What follows belongs to an exercise in optimizing a design on an open flow for small area, a short achievable clock period and few clock cycles per item; a production flow would make more cautious choices.
In this exercise RTL edits were held to simulation tests only and were not proved equivalent to the original.
Power figures rest on the tool's default switching activity, not on a simulated workload.

the baseline:
==> flow/design.v (excerpt) <==
module cpu_alu_with_flags (
    input  logic                            aclk,
    input  logic                            aresetn,
    input  logic                            s_tvalid,
    output logic                            s_tready,
    input  logic [cafl_pkg::S_TDATA_W-1:0]  s_tdata,
    output logic                            m_tvalid,
    input  logic                            m_tready,
    output logic [cafl_pkg::M_TDATA_W-1:0]  m_tdata
);
Settings: LEC_CHECK=0, CAP_MARGIN=20, CORE_MARGIN=2, CORE_UTILIZATION=55, CTS_CLUSTER_DIAMETER=80, CTS_CLUSTER_SIZE=25, SETUP_SLACK_MARGIN=5, SLEW_MARGIN=20; clock period 9.0 ns.
standard.sh (not shown) runs the stock make flow with config.mk's settings and CLKGATE_MAP_FILE= SYNTH_SCRIPT=/design/flow/synth_recipe.tcl, a recipe that flattens the netlist after the stock synthesis.
==> flow/flow/run.sh <==
#!/bin/bash
# Layout flow: the standard flow (standard.sh: unchanged synthesis and
# steps, the design's clock and I/O constraints), with every port still
# buffered but by a plain buffer (buf_2) rather than the delay buffer the
# port-buffering step picks by default.
set -euo pipefail
bash standard.sh "BUFFER_PORTS_ARGS=-buffer_cell sky130_fd_sc_hd__buf_2" finish > standard_flow.log 2>&1
The baseline reached the final stage; the timing, DRC and antenna checks on its layout passed.
Testbench counts of the baseline, summed over its fixed seeds: cycles 17,485, items 16,000.
What the candidate does differently from the baseline at the input level:
==> flow/run.sh (new file) <==
#!/bin/bash
# synth_recipe.tcl (not shown) runs the flow's synth.tcl, then flattens the netlist and writes it again
# the make line also repeats each setting of config.mk as NAME=value (left out here)
make -C /OpenROAD-flow-scripts/flow DESIGN_CONFIG=/design/flow/config.mk WORK_HOME=/design/flow/orfs CLKGATE_MAP_FILE= SYNTH_SCRIPT=/design/flow/synth_recipe.tcl finish
removed: flow/flow/run.sh
removed: flow/standard.sh
- In the candidate, the fraction of standard cell area that is sequential came out 0.30 points below the value in the baseline.
- Higher final worst setup slack goes to the baseline over the candidate.
- Between the baseline and the candidate, the flow reports post-place instance area increasing slightly.
- Diff the candidate and the baseline: post-cts gate resize count higher in the candidate
- On final cell count, the candidate and the baseline are neck and neck.

---

cpu_alu_with_flags, a different RTL version from the one above (not shown whole).
Size in the first run: about 3100 cells after synthesis, about 430 flip-flops, roughly 70 I/O pins, ~31000 µm² of cells after synthesis.
clock: 9.0 ns
lec_check: 0
cap_margin: 20
core_margin: 2
core_utilization: 55
cts_cluster_diameter: 80
cts_cluster_size: 25
setup_slack_margin: 5
slew_margin: 20
==> flow/flow/run.sh <==
#!/bin/bash
# Layout flow: the standard flow (standard.sh: unchanged synthesis and
# steps, the design's clock and I/O constraints), with every port still
# buffered but by a plain buffer (buf_2) rather than the delay buffer the
# port-buffering step picks by default.
set -euo pipefail
bash standard.sh "BUFFER_PORTS_ARGS=-buffer_cell sky130_fd_sc_hd__buf_2" finish > standard_flow.log 2>&1
Testbench counts at the start, summed over its fixed seeds: cycles 17,485, items 16,000.
Then changed:
==> flow/run.sh (new file) <==
#!/bin/bash
# synth_recipe.tcl (not shown) runs the flow's synth.tcl, then flattens the netlist and writes it again
# the make line also repeats each setting of config.mk as NAME=value (left out here)
make -C /OpenROAD-flow-scripts/flow DESIGN_CONFIG=/design/flow/config.mk WORK_HOME=/design/flow/orfs CLKGATE_MAP_FILE= SYNTH_SCRIPT=/design/flow/synth_recipe.tcl finish
removed: flow/flow/run.sh
removed: flow/standard.sh
Outcome:
- The changed run went through all stages and came out clean
- final area increases by 1.4%
- via count barely changes
- total power increases by 0.53%

---

Setup of cedar:
cpu_alu_with_flags, a different RTL version from the one above (not shown whole).
Size: roughly 3,200 cells after synthesis, about 70 I/O pins, ~34,000 µm² of cells after synthesis.
==> flow/config.mk <==
export PLATFORM = sky130hd
export DESIGN_NAME = cpu_alu_with_flags
export DESIGN_NICKNAME = cpu_alu_with_flags
export VERILOG_FILES = /design/flow/design.v
export SDC_FILE = /design/flow/constraint.sdc
export NUM_CORES = 4
export LEC_CHECK = 0
export CAP_MARGIN = 20
export CORE_MARGIN = 2
export CORE_UTILIZATION = 40
export SETUP_SLACK_MARGIN = 5
export SLEW_MARGIN = 20
==> flow/constraint.sdc <==
create_clock -name core_clock -period 9.0 [get_ports {aclk}]
set_input_delay 1.8000 -clock core_clock [delete_from_list [all_inputs] [get_ports {aclk}]]
set_output_delay 1.8000 -clock core_clock [all_outputs]
set_load 0.01 [all_outputs]
run.sh (not shown) runs the stock make flow with config.mk's settings and CLKGATE_MAP_FILE= SYNTH_SCRIPT=/design/flow/synth_recipe.tcl, a recipe that flattens the netlist after the stock synthesis.
Stock flow here: none of the scripts above is used.
Testbench counts of cedar, summed over its fixed seeds: cycles 18,580, items 16,000.
### cedar -> oak
Settings: CORE_UTILIZATION: 40 -> 65.
Notes after the runs:
- oak completed every stage of the flow, and the final layout passed the timing, DRC and antenna checks.
- Reported for oak and cedar, number of nets still failing antenna checks after routing turned out identical to the last digit.
- The part of the total power dissipated in combinational logic in oak sits 0.7 points below the value recorded for cedar.
- The final reports for oak and cedar show relative max-transition margin lower in the former.
- cedar → oak: timing-limited maximum frequency went down by 0.88%, half-perimeter wire length after detailed placement saw little to no change, insertion delay to the later sink of the worst-skew pair has remained practically unchanged, sequential share of layout area went up by 0.59 points.
- The run with more setup slack is cedar; oak has less.
- Per the comparison of oak with cedar, total wire length now sits higher, total design power decreased about 0.6%, starting utilization of the core area up 25 points.

---

== run 1 ==
cpu_alu_with_flags, a different RTL version from the one above (not shown whole).
Size: roughly 500 flip-flops, ~70 I/O pins, roughly 33000 µm² of cells after synthesis.
Design cpu_alu_with_flags, start of the top module:
module cpu_alu_with_flags (
    input  logic                            aclk,
    input  logic                            aresetn,
    input  logic                            s_tvalid,
    output logic                            s_tready,
    input  logic [cafl_pkg::S_TDATA_W-1:0]  s_tdata,
    output logic                            m_tvalid,
    input  logic                            m_tready,
    output logic [cafl_pkg::M_TDATA_W-1:0]  m_tdata
);
    localparam int MW    = 4;             
    localparam int NDIV  = 2;             
    localparam int ND    = 8;             
    localparam int DXFER = ND + 1;        
    localparam int MXFER = 16 / MW + 1;   
    localparam int R_S   = 0;    
    localparam int R_SUM = 1;    
    localparam int R_AND = 2;
    localparam int R_OR  = 3;
    localparam int R_XOR = 4;
    localparam int R_NOT = 5;
    localparam int R_SH  = 6;    
    localparam int R_D   = 7;    
    localparam int C_CO  = 0;    
    localparam int C_NCO = 1;    
    localparam int C_SC  = 2;    
    localparam int C_D15 = 3;    
    typedef struct packed {
        logic [2:0] kind;
        logic [7:0] rsel;
        logic [3:0] csel;
        logic       zx_bt;    
        logic       zx_eq;    
        logic       nega;     
        logic       b_s;      
        logic       b_ns;     
        logic       b_one;    
        logic       cin;
        logic       left;     
        logic       mlo;      
        logic       mhi;      
        logic       fill;     
        logic       big;      
        logic       dneg;     
        logic       sneg;     
        logic [2:0] ds;       
        logic       divop;    
        logic       mulop;    
        logic       sel_r;    
        logic       negq;
        logic       negr;
        logic       msgn;     
        logic       mneg;     
        logic       mcin;     
    } ctl_t;
  ...
Settings: LEC_CHECK=0, CAP_MARGIN=20, CORE_MARGIN=2, CORE_UTILIZATION=40, CTS_CLUSTER_DIAMETER=80, CTS_CLUSTER_SIZE=25, SETUP_SLACK_MARGIN=5, SLEW_MARGIN=20; clock period 9.0 ns.
standard.sh (not shown) runs the stock make flow with config.mk's settings and CLKGATE_MAP_FILE= SYNTH_SCRIPT=/design/flow/synth_recipe.tcl, a recipe that flattens the netlist after the stock synthesis.
==> flow/flow/run.sh <==
#!/bin/bash
# Layout flow: the standard flow (standard.sh: unchanged synthesis and
# steps, the design's clock and I/O constraints), with every port still
# buffered but by a plain buffer (buf_2) rather than the delay buffer the
# port-buffering step picks by default.
set -euo pipefail
bash standard.sh "BUFFER_PORTS_ARGS=-buffer_cell sky130_fd_sc_hd__buf_2" SETUP_SLACK_MARGIN=5.4 finish > standard_flow.log 2>&1
Run 1: all stages complete, timing, DRC and antenna checks passed
Testbench counts of run 1, summed over its fixed seeds: cycles 17,779, items 16,000.
The following lists how run 2 was set up differently from run 1:
==> flow/run.sh (new file) <==
#!/bin/bash
# synth_recipe.tcl (not shown) runs the flow's synth.tcl, then flattens the netlist and writes it again
# the make line also repeats each setting of config.mk as NAME=value (left out here)
make -C /OpenROAD-flow-scripts/flow DESIGN_CONFIG=/design/flow/config.mk WORK_HOME=/design/flow/orfs CLKGATE_MAP_FILE= SYNTH_SCRIPT=/design/flow/synth_recipe.tcl finish
-- flow/config.mk --
<<< run 1, line 7
export LEC_CHECK = 0
export CAP_MARGIN = 20
export CORE_MARGIN = 2
>>> run 2, line 7
export LEC_CHECK = 0
export CAP_MARGIN = 5
export CORE_MARGIN = 2
<<< run 1, line 13
export SETUP_SLACK_MARGIN = 5
export SLEW_MARGIN = 20
>>> run 2, line 13
export SETUP_SLACK_MARGIN = 5
export SLEW_MARGIN = 5
removed: flow/flow/run.sh
removed: flow/standard.sh
==> notes.md <==
- In summary, run 2 completed successfully, with a layout that passed the timing, DRC and antenna checks.
- Going from run 1 to run 2, clock-buffer cell count now sits higher; total cell area at the placement stage now sits higher; via count of the first global-routing pass now sits at about the same level; biggest cell delay along the critical path now sits at about the same level.
- The maximum clock frequency of run 2 is lower than that of run 1.
- Compared with run 1, run 2 shows a higher initial antenna violation count.
- Compared with run 1, run 2 shows a first-pass GRT wire length that is 1800 µm lower.
- In the tables for run 2 and run 1, number of buffers created by CTS reads higher with run 2.
- Diff run 1..run 2 | total count of max-transition violations in the final report | unchanged
- Compared to run 1, the routing of run 2 uses less wire.
Input-level comparison between run 3 and run 2:
==> flow/flow/run.sh (new file) <==
#!/bin/bash
# Layout flow: the standard flow (standard.sh: unchanged synthesis and
# steps, the design's clock and I/O constraints), with every port still
# buffered but by a plain buffer (buf_2) rather than the delay buffer the
# port-buffering step picks by default.
set -euo pipefail
bash standard.sh "BUFFER_PORTS_ARGS=-buffer_cell sky130_fd_sc_hd__buf_2" finish > standard_flow.log 2>&1
==> flow/standard.sh (new file) <==
#!/bin/bash
# synth_recipe.tcl (not shown) runs the flow's synth.tcl, then flattens the netlist and writes it again
# the make line also repeats each setting of config.mk as NAME=value (left out here)
make -C /OpenROAD-flow-scripts/flow DESIGN_CONFIG=/design/flow/config.mk WORK_HOME=/design/flow/orfs CLKGATE_MAP_FILE= SYNTH_SCRIPT=/design/flow/synth_recipe.tcl "${@:-finish}"
-- flow/config.mk --
<<< run 2, line 7
export LEC_CHECK = 0
export CAP_MARGIN = 5
export CORE_MARGIN = 2
>>> run 3, line 7
export LEC_CHECK = 0
export CAP_MARGIN = 20
export CORE_MARGIN = 2
<<< run 2, line 13
export SETUP_SLACK_MARGIN = 5
export SLEW_MARGIN = 5
>>> run 3, line 13
export SETUP_SLACK_MARGIN = 5
export SLEW_MARGIN = 20
removed: flow/run.sh
==> notes.md <==
Run 3 vs run 2 — quantity of gates resized following cts dropped by more than half
Taking run 2 as the reference, in run 3 filler cell count in the final layout about even; total detailed-routing wirelength now sits at about the same level.

## afterwards: timing with drivers on the ports
Ports are ideal in the flow. The routed layouts listed here were re-timed in OpenROAD. Step 1, drivers: a clkbuf_16 drives aclk and a buf_2 each remaining input, both assumed. Step 2 adds t to the input delays and takes it off the output delays; t is the mean of the earliest and latest rising clock arrival at the registers after step 1. Input paths then give back, and output paths get back, about the clock's delay inside the block. Three values: ideal, step 1, step 2; two values: the first two.
run | t (ns) | setup slack, ns | worst hold slack (ns) | worst setup path after step 2 | worst data-port slew with drivers (ns)
the baseline | 0.678 | 5.061 / 5.061 / 4.521 | 0.413 / 0.413 / 0.413 | input to register | 0.04
the candidate | 0.690 | 5.031 / 5.031 / 4.438 | 0.416 / 0.416 / 0.416 | input to register | 0.05
the first run of note 2 | 0.677 | 5.114 / 5.135 / 4.476 | 0.403 / 0.403 / 0.403 | input to register | 0.03
the second run of note 2 | 0.688 | 5.061 / 5.075 / 4.396 | 0.416 / 0.416 / 0.416 | input to register | 0.05
cedar | 0.683 | 4.685 / 4.685 / 4.571 | 0.411 / 0.411 / 0.411 | input to register | 0.05
oak | 0.673 | 4.647 / 4.647 / 4.527 | 0.412 / 0.412 / 0.412 | input to register | 0.05
run 1 | 0.641 | 5.132 / 5.153 / 4.511 | 0.423 / 0.423 / 0.423 | input to register | 0.06
run 2 | 0.658 | 5.076 / 5.107 / 4.449 | 0.407 / 0.407 / 0.407 | input to register | 0.07
run 3 | 0.657 | 5.106 / 5.111 / 4.493 | 0.393 / 0.393 / 0.393 | input to register | 0.06
After both steps setup and hold are still met in every run listed. The setup slack of the second run of note 2, which loses most, moves by +0.014 ns with the drivers and by -0.665 ns with both steps.
